Context: an optimization exercise on an open-source flow, tuned for small area. The choices shown serve that exercise and are no tape-out recipe. Only simulation tests tie the RTL to the original design; equivalence was not proved. Power and IR drop assume default switching activity.

==> job 8362: inputs <==
==> flow/design.v <==
module write_back_regfile #(
   parameter int NREG  = 15,
   parameter int CNT_W = 20
) (
   input  logic        clk_i,
   input  logic        rst_n_i,
   input  logic        valid_i,
   input  logic [3:0]  icode_i,
   input  logic [2:0]  stat_i,
   input  logic        dmem_error_i,
   input  logic [63:0] valE_i,
   input  logic [63:0] valM_i,
   input  logic [3:0]  dstE_i,
   input  logic [3:0]  dstM_i,
   input  logic [3:0]  srcA_i,
   input  logic [3:0]  srcB_i,
   output logic [63:0] valA_o,
   output logic [63:0] valB_o,
   output logic [2:0]  stat_o,
   output logic        halted_o,
   output logic [63:0] retired_o
);
   logic [63:0]      regs_n_q [NREG];   
   logic [NREG-1:0]  wr_q;           
   logic [2:0]       stat_q;
   logic [CNT_W-1:0] retired_q;
   logic halted, aok, retire, fault;
   logic [NREG-1:0] weE, weM, we, rdA, rdB;
   logic unused_icode;
   assign unused_icode = ^icode_i;
   assign halted = (stat_q != 3'd1);
   assign aok    = !dmem_error_i && (stat_i == 3'd1);
   assign retire = valid_i && !halted && aok;
   assign fault  = valid_i && !halted && !aok;
   function automatic logic [3:0] dec2(input logic [1:0] a);
      dec2 = 4'b0001 << a;
   endfunction
   logic [3:0] dEl, dEh, dMl, dMh, sAl, sAh, sBl, sBh;
   assign dEl = dec2(dstE_i[1:0]);
   assign dEh = dec2(dstE_i[3:2]) & {4{retire}};
   assign dMl = dec2(dstM_i[1:0]);
   assign dMh = dec2(dstM_i[3:2]) & {4{retire}};
   assign sAl = dec2(srcA_i[1:0]);
   assign sAh = dec2(srcA_i[3:2]);
   assign sBl = dec2(srcB_i[1:0]);
   assign sBh = dec2(srcB_i[3:2]);
   for (genvar r = 0; r < NREG; r++) begin : g_sel
      assign weM[r] = dMh[r/4] && dMl[r%4];
      assign weE[r] = dEh[r/4] && dEl[r%4] && !weM[r];
      assign we[r]  = weM[r] || weE[r];
      assign rdA[r] = wr_q[r] && sAh[r/4] && sAl[r%4];
      assign rdB[r] = wr_q[r] && sBh[r/4] && sBl[r%4];
   end
   logic [63:0] valM_n;
   assign valM_n = ~valM_i;
   for (genvar r = 0; r < NREG; r++) begin : g_reg
      logic [63:0] keep_m;
      assign keep_m = ~((valM_n | {64{!weM[r]}}) & (regs_n_q[r] | {64{we[r]}}));
      always_ff @(posedge clk_i) begin
         regs_n_q[r] <= ~(({64{weE[r]}} & valE_i) | keep_m);
      end
   end
   always_ff @(posedge clk_i or negedge rst_n_i) begin
      if (!rst_n_i) begin
         wr_q      <= '0;
         stat_q    <= 3'd1;
         retired_q <= '0;
      end else begin
         wr_q <= wr_q | we;
         if (retire) retired_q <= retired_q + 1'b1;
         if (fault) begin
            if (dmem_error_i) stat_q <= 3'd3;
            else if (stat_i == 3'd2 || stat_i == 3'd3) stat_q <= stat_i;
            else stat_q <= 3'd4;
         end
      end
   end
   always_comb begin
      valA_o = '0;
      valB_o = '0;
      for (int r = 0; r < NREG; r++) begin
         valA_o = valA_o | ({64{rdA[r]}} & ~regs_n_q[r]);
         valB_o = valB_o | ({64{rdB[r]}} & ~regs_n_q[r]);
      end
   end
   assign stat_o    = stat_q;
   assign halted_o  = halted;
   assign retired_o = {{(64-CNT_W){1'b0}}, retired_q};
endmodule
==> flow/flow/run.sh <==
#!/bin/bash
# Own layout flow: the standard ORFS flow with
#  - ABC mapping the combinational logic for area (flow/area.abc), then
#    a peephole rewrite of the register-file write cells (flow/peephole.py),
#  - buf_1 port buffers,
#  - a clock tree of larger sink clusters without dummy loads.
set -euo pipefail
W=$PWD
F=$W/flow
mkdir -p $W/own
# ORFS synth.tcl with only the abc call changed to use area.abc.
sed 's|^  log_cmd abc {\*}\$abc_args$|  log_cmd abc -script $::env(OWN_ABC_SCRIPT) {*}[lrange $abc_args 2 end]|' \
  $FLOW_HOME/scripts/synth.tcl > $W/own/synth.tcl
grep -q 'OWN_ABC_SCRIPT' $W/own/synth.tcl
export OWN_SYNTH_TCL=$W/own/synth.tcl
export OWN_ABC_SCRIPT=$F/area.abc
export OWN_PEEPHOLE=$F/peephole.py
sed "s|SYNTH_SCRIPT=[^ ]*|SYNTH_SCRIPT=$F/synth_wrap.tcl|" standard.sh > $W/own/standard.sh
grep -q "SYNTH_SCRIPT=$F/synth_wrap.tcl" $W/own/standard.sh
export BUFFER_PORTS_ARGS="-buffer_cell sky130_fd_sc_hd__buf_1"
export CTS_ARGS="-sink_clustering_enable -repair_clock_nets -dont_use_dummy_load -sink_clustering_size 25 -sink_clustering_max_diameter 70 -buf_list {sky130_fd_sc_hd__clkbuf_8 sky130_fd_sc_hd__clkbuf_16}"
bash $W/own/standard.sh > $W/make_finish.log 2>&1
==> flow/flow/area.abc <==
strash
dch -p
map -a
==> flow/flow/peephole.py <==
#!/usr/bin/env python3
"""Area peephole on the synthesized netlist (sky130hd), run after synthesis.

Each register-file bit is mapped by ABC as
    D = a221oi(M, sM, E, sE, nor2(Q, hn))   = ~(M&sM | E&sE | ~Q&~hn)
with M, E the valM_i/valE_i bits. The same function is
    D = a21oi(E, sE, o22ai(~M, ~sM, Q, hn))
which is 11.26 um2 instead of 12.51 um2 per bit; ~M is shared by the 15
registers of a bit and ~sM by the 64 bits of a register. Only that exact
pattern is rewritten; everything else, the flip-flops included, is kept.

usage: peephole.py NETLIST   (rewrites it in place)
"""
import re
import sys

CELL = re.compile(r'^  (sky130_fd_sc_hd__\w+) (\S+)\s+\((.*?)\n  \);\n', re.S | re.M)
PIN = re.compile(r'\.(\w+)\(([^()]*(?:\([^()]*\))?[^()]*)\)')
OUTS = ('X', 'Y', 'Q', 'Q_N', 'HI', 'LO')


def main(path):
    text = open(path).read()
    cells = []
    for m in CELL.finditer(text):
        pins = {k: v.strip() for k, v in PIN.findall(m.group(3))}
        cells.append({'type': m.group(1), 'name': m.group(2), 'pins': pins,
                      'span': m.span()})
    driver = {}
    loads = {}
    for c in cells:
        for k, v in c['pins'].items():
            if k in OUTS:
                driver[v] = c
            else:
                loads.setdefault(v, []).append(c)

    def short(c):
        return c['type'].replace('sky130_fd_sc_hd__', '')

    remove = set()
    new_cells = []
    new_wires = []
    inv_of = {}
    count = [0]

    def inverted(net):
        if net not in inv_of:
            w = f'pp_n{len(inv_of)}'
            new_wires.append(w)
            new_cells.append(('sky130_fd_sc_hd__inv_1', f'pp_inv{len(inv_of)}',
                              [('A', net), ('Y', w)]))
            inv_of[net] = w
        return inv_of[net]

    data_m = re.compile(r'^valM_i\[\d+\]$')
    data_e = re.compile(r'^valE_i\[\d+\]$')
    for c in cells:
        if short(c) != 'a221oi_1':
            continue
        p = c['pins']
        y = p['Y']
        # the a221oi must feed exactly one flip-flop D, whose Q goes back
        # through a private nor2 into C1
        ld = loads.get(y, [])
        if len(ld) != 1 or not short(ld[0]).startswith('dfxtp') or ld[0]['pins'].get('D') != y:
            continue
        q = ld[0]['pins']['Q']
        n2 = driver.get(p['C1'])
        if n2 is None or short(n2) != 'nor2_1' or len(loads.get(p['C1'], [])) != 1:
            continue
        if q == n2['pins']['A']:
            hn = n2['pins']['B']
        elif q == n2['pins']['B']:
            hn = n2['pins']['A']
        else:
            continue
        pairs = [(p['A1'], p['A2']), (p['B1'], p['B2'])]
        pm = pe = None
        for a, b in pairs:
            if data_m.match(a):
                pm = (a, b)
            elif data_m.match(b):
                pm = (b, a)
            elif data_e.match(a):
                pe = (a, b)
            elif data_e.match(b):
                pe = (b, a)
        if pm is None or pe is None:
            continue
        m, sm = pm
        e, se = pe
        t = f'pp_t{count[0]}'
        new_wires.append(t)
        new_cells.append(('sky130_fd_sc_hd__o22ai_1', f'pp_o{count[0]}',
                          [('A1', inverted(m)), ('A2', inverted(sm)),
                           ('B1', q), ('B2', hn), ('Y', t)]))
        new_cells.append(('sky130_fd_sc_hd__a21oi_1', f'pp_a{count[0]}',
                          [('A1', e), ('A2', se), ('B1', t), ('Y', y)]))
        remove.add(c['name'])
        remove.add(n2['name'])
        count[0] += 1

    out = []
    pos = 0
    for c in cells:
        if c['name'] in remove:
            s, e = c['span']
            out.append(text[pos:s])
            pos = e
    out.append(text[pos:])
    text = ''.join(out)
    decl = ''.join(f'  wire {w};\n' for w in new_wires)
    inst = ''.join(
        f'  {t} {n} (\n' + ',\n'.join(f'    .{k}({v}{" " if v.startswith(chr(92)) else ""})' for k, v in pins) + '\n  );\n'
        for t, n, pins in new_cells)
    i = text.index('\n  sky130_fd_sc_hd__')
    text = text[:i + 1] + decl + text[i + 1:]
    j = text.rindex('endmodule')
    text = text[:j] + inst + text[j:]
    open(path, 'w').write(text)
    print(f'peephole: rewrote {count[0]} register bits, {len(inv_of)} inverters')


if __name__ == '__main__':
    main(sys.argv[1])
==> flow/flow/synth_wrap.tcl <==
# synth_recipe.tcl with an area-only ABC mapping: the same ORFS synthesis
# (fsm and share skipped, flattened, function nets renamed), but ABC maps the
# combinational logic with area.abc instead of the speed script.
proc synth {args} { yosys synth -nofsm -noshare {*}$args }
source $::env(OWN_SYNTH_TCL)
# left out here: clear keep_hierarchy, flatten, clean up, hide names made inside functions, write 1_2_yosys.v
# Rewrite the register-file write cells to a smaller equivalent (peephole.py).
exec python3 $::env(OWN_PEEPHOLE) $::env(RESULTS_DIR)/1_2_yosys.v >@ stdout 2>@ stderr
==> flow/standard.sh <==
#!/bin/bash
# synth_recipe.tcl (not shown) runs the flow's synth.tcl, then flattens the netlist and writes it again
# the make line also repeats each setting of config.mk as NAME=value (left out here)
make -C /OpenROAD-flow-scripts/flow DESIGN_CONFIG=/design/flow/config.mk WORK_HOME=/design/flow/orfs CLKGATE_MAP_FILE= SYNTH_SCRIPT=/design/flow/synth_recipe.tcl "${@:-finish}"
==> flow/config.mk <==
export PLATFORM = sky130hd
export DESIGN_NAME = write_back_regfile
export DESIGN_NICKNAME = write_back_regfile
export VERILOG_FILES = /design/flow/design.v
export SDC_FILE = /design/flow/constraint.sdc
export NUM_CORES = 8
export LEC_CHECK = 0
export CAP_MARGIN = 20
export CORE_MARGIN = 2
export CORE_UTILIZATION = 55
export SLEW_MARGIN = 20
==> flow/constraint.sdc <==
create_clock -name core_clock -period 8.0 [get_ports {clk_i}]
set_input_delay 1.6000 -clock core_clock [delete_from_list [all_inputs] [get_ports {clk_i}]]
set_output_delay 1.6000 -clock core_clock [all_outputs]
set_load 0.01 [all_outputs]
==> inputs of job 3921, as changes to job 8362 <==
--- a/flow/flow/run.sh
+++ b/flow/flow/run.sh
@@ -3,6 +3,8 @@
 #  - ABC mapping the combinational logic for area (flow/area.abc), then
 #    a peephole rewrite of the register-file write cells (flow/peephole.py),
 #  - buf_1 port buffers,
+#  - one buf_6 per high-fanout select net, placed with the design
+#    (flow/prebuf_gp.tcl, flow/prebuf_unlock.tcl),
 #  - a clock tree of larger sink clusters without dummy loads.
 set -euo pipefail
 W=$PWD
@@ -17,6 +19,8 @@
 export OWN_PEEPHOLE=$F/peephole.py
 sed "s|SYNTH_SCRIPT=[^ ]*|SYNTH_SCRIPT=$F/synth_wrap.tcl|" standard.sh > $W/own/standard.sh
 grep -q "SYNTH_SCRIPT=$F/synth_wrap.tcl" $W/own/standard.sh
+export PRE_GLOBAL_PLACE_TCL=$F/prebuf_gp.tcl
+export PRE_RESIZE_TCL=$F/prebuf_unlock.tcl
 export BUFFER_PORTS_ARGS="-buffer_cell sky130_fd_sc_hd__buf_1"
 export CTS_ARGS="-sink_clustering_enable -repair_clock_nets -dont_use_dummy_load -sink_clustering_size 25 -sink_clustering_max_diameter 70 -buf_list {sky130_fd_sc_hd__clkbuf_8 sky130_fd_sc_hd__clkbuf_16}"
 bash $W/own/standard.sh > $W/make_finish.log 2>&1
--- a/flow/flow/peephole.py
+++ b/flow/flow/peephole.py
@@ -6,8 +6,11 @@
 with M, E the valM_i/valE_i bits. The same function is
     D = a21oi(E, sE, o22ai(~M, ~sM, Q, hn))
 which is 11.26 um2 instead of 12.51 um2 per bit; ~M is shared by the 15
-registers of a bit and ~sM by the 64 bits of a register. Only that exact
-pattern is rewritten; everything else, the flip-flops included, is kept.
+registers of a bit and ~sM by the 64 bits of a register. Each read-port output
+    nand2(nor4(p1..p4), nor4(nor2(a, b), p5, p6, p7))
+becomes o211ai(a, b, nor4(p1..p4), nor3(p5, p6, p7)), 1.25 um2 smaller.
+Only these exact patterns are rewritten; everything else, the flip-flops
+included, is kept.
 
 usage: peephole.py NETLIST   (rewrites it in place)
 """
@@ -101,6 +104,42 @@
         remove.add(n2['name'])
         count[0] += 1
 
+    # Read ports: nand2(nor4(p1..p4), nor4(nor2(a, b), p5, p6, p7))
+    #   = o211ai(a, b, nor4(p1..p4), nor3(p5, p6, p7)), 1.25 um2 smaller.
+    nread = 0
+    for c in cells:
+        if short(c) != 'nand2_1' or c['name'] in remove:
+            continue
+        ins = [c['pins']['A'], c['pins']['B']]
+        drv = [driver.get(n) for n in ins]
+        if any(d is None or short(d) != 'nor4_1' or d['name'] in remove
+               or len(loads.get(n, [])) != 1 for d, n in zip(drv, ins)):
+            continue
+        done = False
+        for k in (0, 1):
+            big, other = drv[k], drv[1 - k]
+            bp = big['pins']
+            for pin in ('A', 'B', 'C', 'D'):
+                n2 = driver.get(bp[pin])
+                if (n2 is None or short(n2) != 'nor2_1' or n2['name'] in remove
+                        or len(loads.get(bp[pin], [])) != 1):
+                    continue
+                rest = [bp[x] for x in ('A', 'B', 'C', 'D') if x != pin]
+                w = f'pp_r{nread}'
+                new_wires.append(w)
+                new_cells.append(('sky130_fd_sc_hd__nor3_1', f'pp_rn{nread}',
+                                  [('A', rest[0]), ('B', rest[1]), ('C', rest[2]), ('Y', w)]))
+                new_cells.append(('sky130_fd_sc_hd__o211ai_1', f'pp_ro{nread}',
+                                  [('A1', n2['pins']['A']), ('A2', n2['pins']['B']),
+                                   ('B1', c['pins'][('A', 'B')[1 - k]]), ('C1', w),
+                                   ('Y', c['pins']['Y'])]))
+                remove.update((c['name'], big['name'], n2['name']))
+                nread += 1
+                done = True
+                break
+            if done:
+                break
+
     out = []
     pos = 0
     for c in cells:
@@ -119,7 +158,8 @@
     j = text.rindex('endmodule')
     text = text[:j] + inst + text[j:]
     open(path, 'w').write(text)
-    print(f'peephole: rewrote {count[0]} register bits, {len(inv_of)} inverters')
+    print(f'peephole: rewrote {count[0]} register bits, {len(inv_of)} inverters, '
+          f'{nread} read-port outputs')
 
 
 if __name__ == '__main__':
==> flow/flow/prebuf_gp.tcl (new file) <==
# Before global placement: give each high-fanout signal net (the register
# file's select lines) one buf_6, and keep it and its net out of the
# timing-driven placer's buffer removal and repair, so that the select lines
# are not rebuilt as large buffer trees. prebuf_unlock.tcl releases them
# before the resizer's own repair.
set prebuf_block [ord::get_db_block]
set prebuf_dbu [$prebuf_block getDbUnitsPerMicron]
set prebuf_nets {}
foreach net [$prebuf_block getNets] {
  if {[$net getSigType] != "SIGNAL"} continue
  if {[llength [$net getBTerms]] > 0} continue
  set loads {}
  set drivers 0
  foreach it [$net getITerms] {
    if {[$it isOutputSignal]} { incr drivers } else { lappend loads $it }
  }
  if {$drivers != 1 || [llength $loads] < 20} continue
  set is_clk 0
  foreach it $loads {
    if {[[$it getMTerm] getSigType] == "CLOCK"} { set is_clk 1; break }
  }
  if {$is_clk} continue
  lappend prebuf_nets $net
}
set prebuf_insts {}
foreach net $prebuf_nets {
  set sx 0.0; set sy 0.0; set n 0
  foreach it [$net getITerms] {
    if {[$it isOutputSignal]} continue
    set loc [[$it getInst] getLocation]
    set sx [expr {$sx + [lindex $loc 0]}]; set sy [expr {$sy + [lindex $loc 1]}]; incr n
  }
  set x [expr {$sx / $n / $prebuf_dbu}]
  set y [expr {$sy / $n / $prebuf_dbu}]
  lappend prebuf_insts [insert_buffer -buffer_cell sky130_fd_sc_hd__buf_6 \
    -net [$net getName] -location [list $x $y] -buffer_name prebuf]
}
foreach sta_inst $prebuf_insts {
  set inst [[ord::get_db_block] findInst [get_full_name $sta_inst]]
  set_dont_touch [get_cells [$inst getName]]
  foreach it [$inst getITerms] {
    set n [$it getNet]
    if {$n != "NULL" && [$n getSigType] == "SIGNAL"} { set_dont_touch [get_nets [$n getName]] }
  }
}
puts "prebuf: buffered [llength $prebuf_insts] high-fanout nets"
==> flow/flow/prebuf_unlock.tcl (new file) <==
# Release the buffers and nets that prebuf_gp.tcl kept from the placer's
# repair, so that repair_design may resize or extend them.
set prebuf_n 0
foreach inst [[ord::get_db_block] getInsts] {
  if {![string match prebuf* [$inst getName]]} continue
  if {![string match sky130_fd_sc_hd__buf_* [[$inst getMaster] getName]]} continue
  unset_dont_touch [get_cells [$inst getName]]
  foreach it [$inst getITerms] {
    set n [$it getNet]
    if {$n != "NULL" && [$n getSigType] == "SIGNAL"} { unset_dont_touch [get_nets [$n getName]] }
  }
  incr prebuf_n
}
puts "prebuf: released $prebuf_n buffers"
==> out/metrics.cfg <==
[run_status]
outcome = no timing/DRC/antenna violations

[drt]
wl_met1_mm = 74.1
met3_length_mm = 39.6

[worst_setup_path]
path_buf_inv = 4
path_depth = 9

[cells_and_area]
buffers = 399
final_cell_mix = 1856 x o22ai_1, 976 x a21oi_1, 960 x dfxtp_1, 301 x buf_1, 267 x nor4_1

[placement]
placed_area_mm2 = 0.0446

[floorplan]
start_util_pct = 55.4

[cts]
clkLatencyLatePin_ps = 690

[pwr]
pwr-share-comb_pct = 3.0

[sta]
worst_pin_slew_ps = 1350

[logic_synthesis]
synth_cells = 4742

That was job 8362.
==> out/metrics.cfg <==
[cells_and_area]
buffers = 378

[drt]
met3_length_mm = 39.5

[worst_setup_path]
path_depth = 8
path_buf_inv = 3

[cts]
clkLatencyLatePin_ps = 670

[run_status]
outcome = no timing/DRC/antenna violations

[pwr]
power_top_consumer = registers
pwr-share-comb_pct = 2.8

[logic_synthesis]
yosys_warnings = 2

[flow_run]
cap_violations = 0

[placement]
placed_area_mm2 = 0.0440

[floorplan]
row_count = 100
start_util_pct = 55.3

[sta]
fin_crit_sh_pct = 71.2
worst_pin_slew_ps = 1190

That was job 3921.

separate check: timing with driven ports:
In the flow no input, the clock included, has a driving cell. The finished layouts below were timed again as built, in two steps.
Step 1: set_driving_cell puts a clkbuf_16 on clk_i and a buf_2 on each other input, an assumption about the parent block.
Step 2 adds t to the input delays and takes it off the output delays; t is the mean of the earliest and latest rising clock arrival at the registers after step 1. Input paths then give back, and output paths get back, about the clock's delay inside the block.
Three values: no drivers, after step 1, after step 2; two values: the first two.
run	t, ns	slack for setup (ns)	worst setup path after step 2	worst register clock-pin slew, ns	pins driven straight from the clock port
job 8362	0.732	1.483 / 1.433 / 1.433	input to output	0.11 / 0.11	1
job 3921	0.734	2.306 / 2.257 / 2.257	input to output	0.11 / 0.11	1
After both steps setup and hold are still met in every run listed. For job 8362, which loses most, drivers alone change the setup slack by -0.050 ns; drivers and shift together by -0.050 ns.
